Source: an optimization exercise on an open RTL-to-GDS flow (aim: small area, a short achievable clock period and few clock cycles per item). Production flows keep margins and buffers that such runs may drop.
At most, simulation tests tie the RTL to the original design; equivalence was not proved.

Design iir_df1_biquad_axis, start of the top module:
module iir_df1_biquad_axis
#(
    parameter int unsigned coeff_width  = 16,
    parameter int unsigned inout_width  = 16,
    parameter int unsigned scale_factor = 14,
    parameter int          a1_int_coeff = -31880,
    parameter int          a2_int_coeff = 15531,
    parameter int          bo_int_coeff = 167,
    parameter int          b1_int_coeff = -302,
    parameter int          b2_int_coeff = 167
) (
    input  logic                          clk,
    input  logic                          rst,
    input  logic                          s_axis_tvalid,
    input  logic signed [inout_width-1:0] s_axis_tdata,
    output logic                          m_axis_tready,
    output logic signed [inout_width-1:0] m_axis_tdata,
    output logic                          m_axis_tvalid
);
clock: 7.0 ns
lec_check: 0
abc_area: 1
cap_margin: 20
core_margin: 2
core_utilization: 40
setup_slack_margin: 3.45
slew_margin: 20
synth_hierarchical: 1
synth_minimum_keep_size: 0
run.sh (not shown) runs the stock make flow with config.mk's settings and CLKGATE_MAP_FILE= SYNTH_SCRIPT=/design/flow/synth_recipe.tcl, a recipe that flattens the netlist after the stock synthesis.
The baseline passed the timing, DRC and antenna checks.
Testbench counts at the start, summed over its fixed seeds: cycles 24,024, items 24,000.
Then changed:
CTS_BUF_LIST = sky130_fd_sc_hd__clkbuf_4 sky130_fd_sc_hd__clkbuf_8   (was default)
SETUP_SLACK_MARGIN = 3.2   (was 3.45)
After rerunning:
- cell area falls by 4.4%
- clock-buffer cell count stays the same
- critical path depth is unchanged
- wire length falls by 3.1%
- fmax shrinks by 2.0%
- first-iteration DRC count climbs by 0.59%
- non-clock buffer count falls by 15
- die area does not change

---

Another version of the RTL of iir_df1_biquad_axis (not shown whole).
Size: ~1300 cells after synthesis, ~37 I/O pins, ~0.012 mm^2 of cells after synthesis.
Settings: LEC_CHECK=0, CAP_MARGIN=20, CORE_MARGIN=2, CORE_UTILIZATION=40, SETUP_SLACK_MARGIN=2.8, SLEW_MARGIN=20; clock period 7.0 ns.
The starting point ran to the end with no violations.
Testbench counts at the start, summed over its fixed seeds: cycles 24,024, items 24,000.
Next try:
- ABC_AREA: unset -> 1
- SETUP_SLACK_MARGIN: 2.8 -> 2.2
After rerunning: The changed run produced a clean layout. Global-route usage shrinks by 0.47 points. Register-to-register slack is better by 110 ps. Worst setup slack is better by 110 ps. Wire length grows by 1.1%. Clock-buffer cell count shrinks by 5.
Next try:
- SETUP_SLACK_MARGIN: 2.2 -> 3.0
After rerunning: The changed run finished with timing, DRC and antenna clean. Cell count rose by about 1.1%. Maximum frequency rose by about 11%. Setup slack gets better by 420 ps. Die area is unchanged. Worst hold slack gets better by 6.4 ps. Clock skew is about the same. Area after synthesis is unchanged. Core utilization rose by 2.1 points. Global-route usage rose by 0.25 points.
Next try:
- ABC_AREA: 1 -> unset
- SETUP_SLACK_MARGIN: 3.0 -> unset
Result: The changed run passed the timing, DRC and antenna checks; sequential share of layout area climbs by 1.2 points; count of clock-buffer cells in the layout stays the same; cell count falls by roughly a tenth; fmax decreases by a quarter to a third; wire length falls by roughly a tenth; via count decreases by roughly a tenth; utilization falls by 2.4 points.
Next try:
- ABC_AREA: unset -> 1
- CORE_UTILIZATION: 40 -> 60
- SETUP_SLACK_MARGIN: unset -> 3.0
Non-clock buffer count goes up by 17.
Die area goes down by a quarter to a third.
Setup slack is better by 1200 ps.
Via count goes up by roughly a tenth.
Register-to-register slack is better by 1200 ps.
Final cell count goes up by a little under a tenth.
Hold slack is worse by 42 ps.

---

Another version of the RTL of iir_df1_biquad_axis (not shown whole).
Size: ~2200 cells after synthesis, ~140 flip-flops, ~37 I/O pins, roughly 15000 um2 of cells after synthesis.
Settings: LEC_CHECK=0, ABC_AREA=1, CAP_MARGIN=20, CORE_MARGIN=2, CORE_UTILIZATION=40, SETUP_SLACK_MARGIN=3.6, SLEW_MARGIN=20, SYNTH_HIERARCHICAL=1, SYNTH_MINIMUM_KEEP_SIZE=0; clock period 7.0 ns.
Then changed:
- ABC_AREA: 1 -> unset
- SETUP_SLACK_MARGIN: 3.6 -> 3.4
Result: Via count went down by a quarter to a third; cell count went down by a quarter to a third; die area went down by about a fifth; clock-buffer cell count stays the same; final area went down by roughly a tenth; utilization went up by 1.6 points.
Then changed:
- ABC_AREA: unset -> 1
- SETUP_SLACK_MARGIN: 3.4 -> 3.2
Via count goes up by 40%.
Final area came out higher by about 3.6%.
Count of clock-buffer cells in the layout stays the same.
Synthesized area increases by 18%.
Hold slack gets worse by 0.093 ns.
Die area is higher by 17%.
Routed wire length rises by about 18%.
Global-route usage hardly moves.
No functional check of the RTL was part of any run of this note.

---

alpha:
iir_df1_biquad_axis, a different RTL version from the one above (not shown whole).
Size in the first run: about 1,300 cells after synthesis, ~37 I/O pins, about 12,000 um2 of cells after synthesis.
Settings: LEC_CHECK=0, ABC_AREA=1, CAP_MARGIN=20, CORE_MARGIN=2, CORE_UTILIZATION=40, SETUP_SLACK_MARGIN=3.0, SLEW_MARGIN=20, SYNTH_HIERARCHICAL=1, SYNTH_MINIMUM_KEEP_SIZE=0; clock period 7.0 ns.
alpha has completed all stages; timing, DRC and antenna checks passed.
Testbench counts of alpha, summed over its fixed seeds: cycles 24,024, items 24,000.
The following lists how beta was set up differently from alpha:
# alpha
export LEC_CHECK = 0
export ABC_AREA = 1
export CAP_MARGIN = 20
export CORE_MARGIN = 2
export CORE_UTILIZATION = 40
export SETUP_SLACK_MARGIN = 3.0
export SLEW_MARGIN = 20
export SYNTH_HIERARCHICAL = 1
export SYNTH_MINIMUM_KEEP_SIZE = 0
create_clock -name core_clock -period 7.0 [get_ports {clk}]
# beta
export LEC_CHECK = 0
export ABC_AREA = 1
export CAP_MARGIN = 20
export CORE_MARGIN = 2
export CORE_UTILIZATION = 40
export CTS_BUF_LIST = sky130_fd_sc_hd__clkbuf_8
export SETUP_SLACK_MARGIN = 3.15
export SLEW_MARGIN = 20
export SYNTH_HIERARCHICAL = 1
export SYNTH_MINIMUM_KEEP_SIZE = 0
create_clock -name core_clock -period 7.0 [get_ports {clk}]
==> summary.txt <==
Between beta and alpha, it is beta whose worst setup margin is lower, by 0.013 ns. Compared to alpha, beta reaches a lower achievable clock.
The following lists how gamma was set up differently from beta:
# beta
export LEC_CHECK = 0
export ABC_AREA = 1
export CAP_MARGIN = 20
export CORE_MARGIN = 2
export CORE_UTILIZATION = 40
export CTS_BUF_LIST = sky130_fd_sc_hd__clkbuf_8
export SETUP_SLACK_MARGIN = 3.15
export SLEW_MARGIN = 20
export SYNTH_HIERARCHICAL = 1
export SYNTH_MINIMUM_KEEP_SIZE = 0
create_clock -name core_clock -period 7.0 [get_ports {clk}]
# gamma
export LEC_CHECK = 0
export ABC_AREA = 1
export CAP_MARGIN = 20
export CORE_MARGIN = 2
export CORE_UTILIZATION = 40
export CTS_BUF_LIST = sky130_fd_sc_hd__clkbuf_8
export SETUP_SLACK_MARGIN = 2.8
export SLEW_MARGIN = 20
export SYNTH_HIERARCHICAL = 1
export SYNTH_MINIMUM_KEEP_SIZE = 0
create_clock -name core_clock -period 7.0 [get_ports {clk}]
[summary]
Diff beta -> gamma: maximum frequency from static timing analysis down 7.5%; share of cell area taken by multi-input logic gates up 0.23 points; register-to-register slack down 0.30 ns; filler-free cell count of the finished design down 10; non-clock buffer count down 17%. NOTE area taken by flip-flops and latches beta->gamma decreased slightly. Detailed-routed wire length on met3: gamma vs beta down about 9%. As far as number of instances on the worst hold path goes, beta and gamma are indistinguishable; the numbers are identical. On gamma: number of cells on the critical path is 1 higher than what beta gave.
Input changes introduced in delta (baseline for comparison: gamma):
# gamma
export LEC_CHECK = 0
export ABC_AREA = 1
export CAP_MARGIN = 20
export CORE_MARGIN = 2
export CORE_UTILIZATION = 40
export CTS_BUF_LIST = sky130_fd_sc_hd__clkbuf_8
export SETUP_SLACK_MARGIN = 2.8
export SLEW_MARGIN = 20
export SYNTH_HIERARCHICAL = 1
export SYNTH_MINIMUM_KEEP_SIZE = 0
create_clock -name core_clock -period 7.0 [get_ports {clk}]
# delta
export LEC_CHECK = 0
export ABC_AREA = 1
export CAP_MARGIN = 20
export CORE_MARGIN = 2
export CORE_UTILIZATION = 40
export CTS_BUF_LIST = sky130_fd_sc_hd__clkbuf_8
export PLACE_DENSITY = 0.8
export SETUP_SLACK_MARGIN = 3.0
export SLEW_MARGIN = 20
export SYNTH_HIERARCHICAL = 1
export SYNTH_MINIMUM_KEEP_SIZE = 0
create_clock -name core_clock -period 7.0 [get_ports {clk}]
Notes after the runs:
- Comparing delta against gamma, there is no change at all in average cell area after synthesis.
- delta ends up with a post-synthesis to final-layout area growth that is 0.73 points higher than in gamma.
- Of delta and gamma, the higher number of gates given a new drive strength after cts belongs to delta.
- Higher clock-buffer cell count goes to delta over gamma.
- Compared with gamma, delta shows a higher post-route cell area.
- Of delta and gamma, it is delta that has the higher total via count in the routed design.
- Fraction of area in registers: delta vs gamma — no meaningful difference
- A capture point of the worst path of ga_q[9]$_DFF_P_ is what delta shows, while yb_q[10]$_SDFFE_PP0P_ belongs to gamma.
Input changes introduced in epsilon (baseline for comparison: delta):
# delta
export LEC_CHECK = 0
export ABC_AREA = 1
export CAP_MARGIN = 20
export CORE_MARGIN = 2
export CORE_UTILIZATION = 40
export CTS_BUF_LIST = sky130_fd_sc_hd__clkbuf_8
export PLACE_DENSITY = 0.8
export SETUP_SLACK_MARGIN = 3.0
export SLEW_MARGIN = 20
export SYNTH_HIERARCHICAL = 1
export SYNTH_MINIMUM_KEEP_SIZE = 0
create_clock -name core_clock -period 7.0 [get_ports {clk}]
# epsilon
export LEC_CHECK = 0
export ABC_AREA = 1
export CAP_MARGIN = 20
export CORE_MARGIN = 2
export CORE_UTILIZATION = 40
export CTS_BUF_LIST = sky130_fd_sc_hd__clkbuf_8
export CTS_CLUSTER_DIAMETER = 80
export CTS_CLUSTER_SIZE = 25
export SETUP_SLACK_MARGIN = 3.0
export SLEW_MARGIN = 20
export SYNTH_HIERARCHICAL = 1
export SYNTH_MINIMUM_KEEP_SIZE = 0
create_clock -name core_clock -period 7.0 [get_ports {clk}]
## What came out
epsilon does worse than delta on headroom to the max-slew limit. Row half-perimeter wire length after placement: epsilon lower / delta higher. Against delta, epsilon comes in 3.9% lower on routed wirelength normalized by instance count. From delta to epsilon, count of standard-cell rows did not move at all.

port drivers added, routing unchanged:
The results above use ideal ports. As a check the final layouts listed here were re-extracted and re-timed, cells and wires unchanged. Step 1 assumes that a clkbuf_16 drives the clock port and a buf_2 every other input. Step 2, shift: input delay + t, output delay - t, t = (earliest + latest rising clock arrival at the registers) / 2. This alone moves slack from input paths to output paths. Slacks: no drivers / after step 1 / after step 2; pairs: no drivers / after step 1.
| run | shift t [ns] | setup slack, ns | worst hold slack (ns) | latest minus earliest clock arrival (ns) |
|---|---|---|---|---|
| the first run of note 1 | 0.473 | 3.406 / 3.406 / 3.150 | 0.522 / 0.522 / 0.522 | 0.016 / 0.015 |
| the second run of note 1 | 0.492 | 3.333 / 3.333 / 3.053 | 0.527 / 0.527 / 0.527 | 0.021 / 0.020 |
| the first run of note 2 | 0.473 | 2.562 / 2.562 / 2.547 | 0.500 / 0.500 / 0.500 | 0.010 / 0.010 |
| the second run of note 2 | 0.472 | 2.673 / 2.673 / 2.673 | 0.455 / 0.455 / 0.455 | 0.014 / 0.014 |
| the third run of note 2 | 0.472 | 3.091 / 3.091 / 2.764 | 0.461 / 0.461 / 0.461 | 0.015 / 0.015 |
| the fourth run of note 2 | 0.469 | 1.797 / 1.797 / 1.797 | 0.490 / 0.490 / 0.490 | 0.016 / 0.016 |
| the fifth run of note 2 | 0.472 | 3.042 / 3.042 / 2.862 | 0.448 / 0.448 / 0.448 | 0.013 / 0.013 |
| the first run of note 3 | 0.478 | 3.660 / 3.660 / 3.231 | 0.445 / 0.445 / 0.445 | 0.013 / 0.013 |
| the second run of note 3 | 0.476 | 2.982 / 2.982 / 2.982 | 0.548 / 0.548 / 0.548 | 0.015 / 0.015 |
| the third run of note 3 | 0.479 | 3.424 / 3.457 / 2.978 | 0.456 / 0.456 / 0.456 | 0.011 / 0.012 |
| alpha | 0.469 | 3.361 / 3.361 / 3.099 | 0.516 / 0.516 / 0.516 | 0.012 / 0.012 |
| beta | 0.486 | 3.348 / 3.348 / 3.087 | 0.516 / 0.516 / 0.516 | 0.012 / 0.012 |
| gamma | 0.486 | 3.050 / 3.050 / 3.050 | 0.516 / 0.516 / 0.516 | 0.011 / 0.011 |
| delta | 0.490 | 3.254 / 3.254 / 3.125 | 0.527 / 0.527 / 0.527 | 0.011 / 0.011 |
| epsilon | 0.487 | 3.346 / 3.346 / 3.094 | 0.516 / 0.516 / 0.516 | 0.012 / 0.013 |
After both steps every run listed still meets setup and hold. The setup slack of the third run of note 3, which loses most, moves by +0.033 ns with the drivers and by -0.446 ns with both steps.
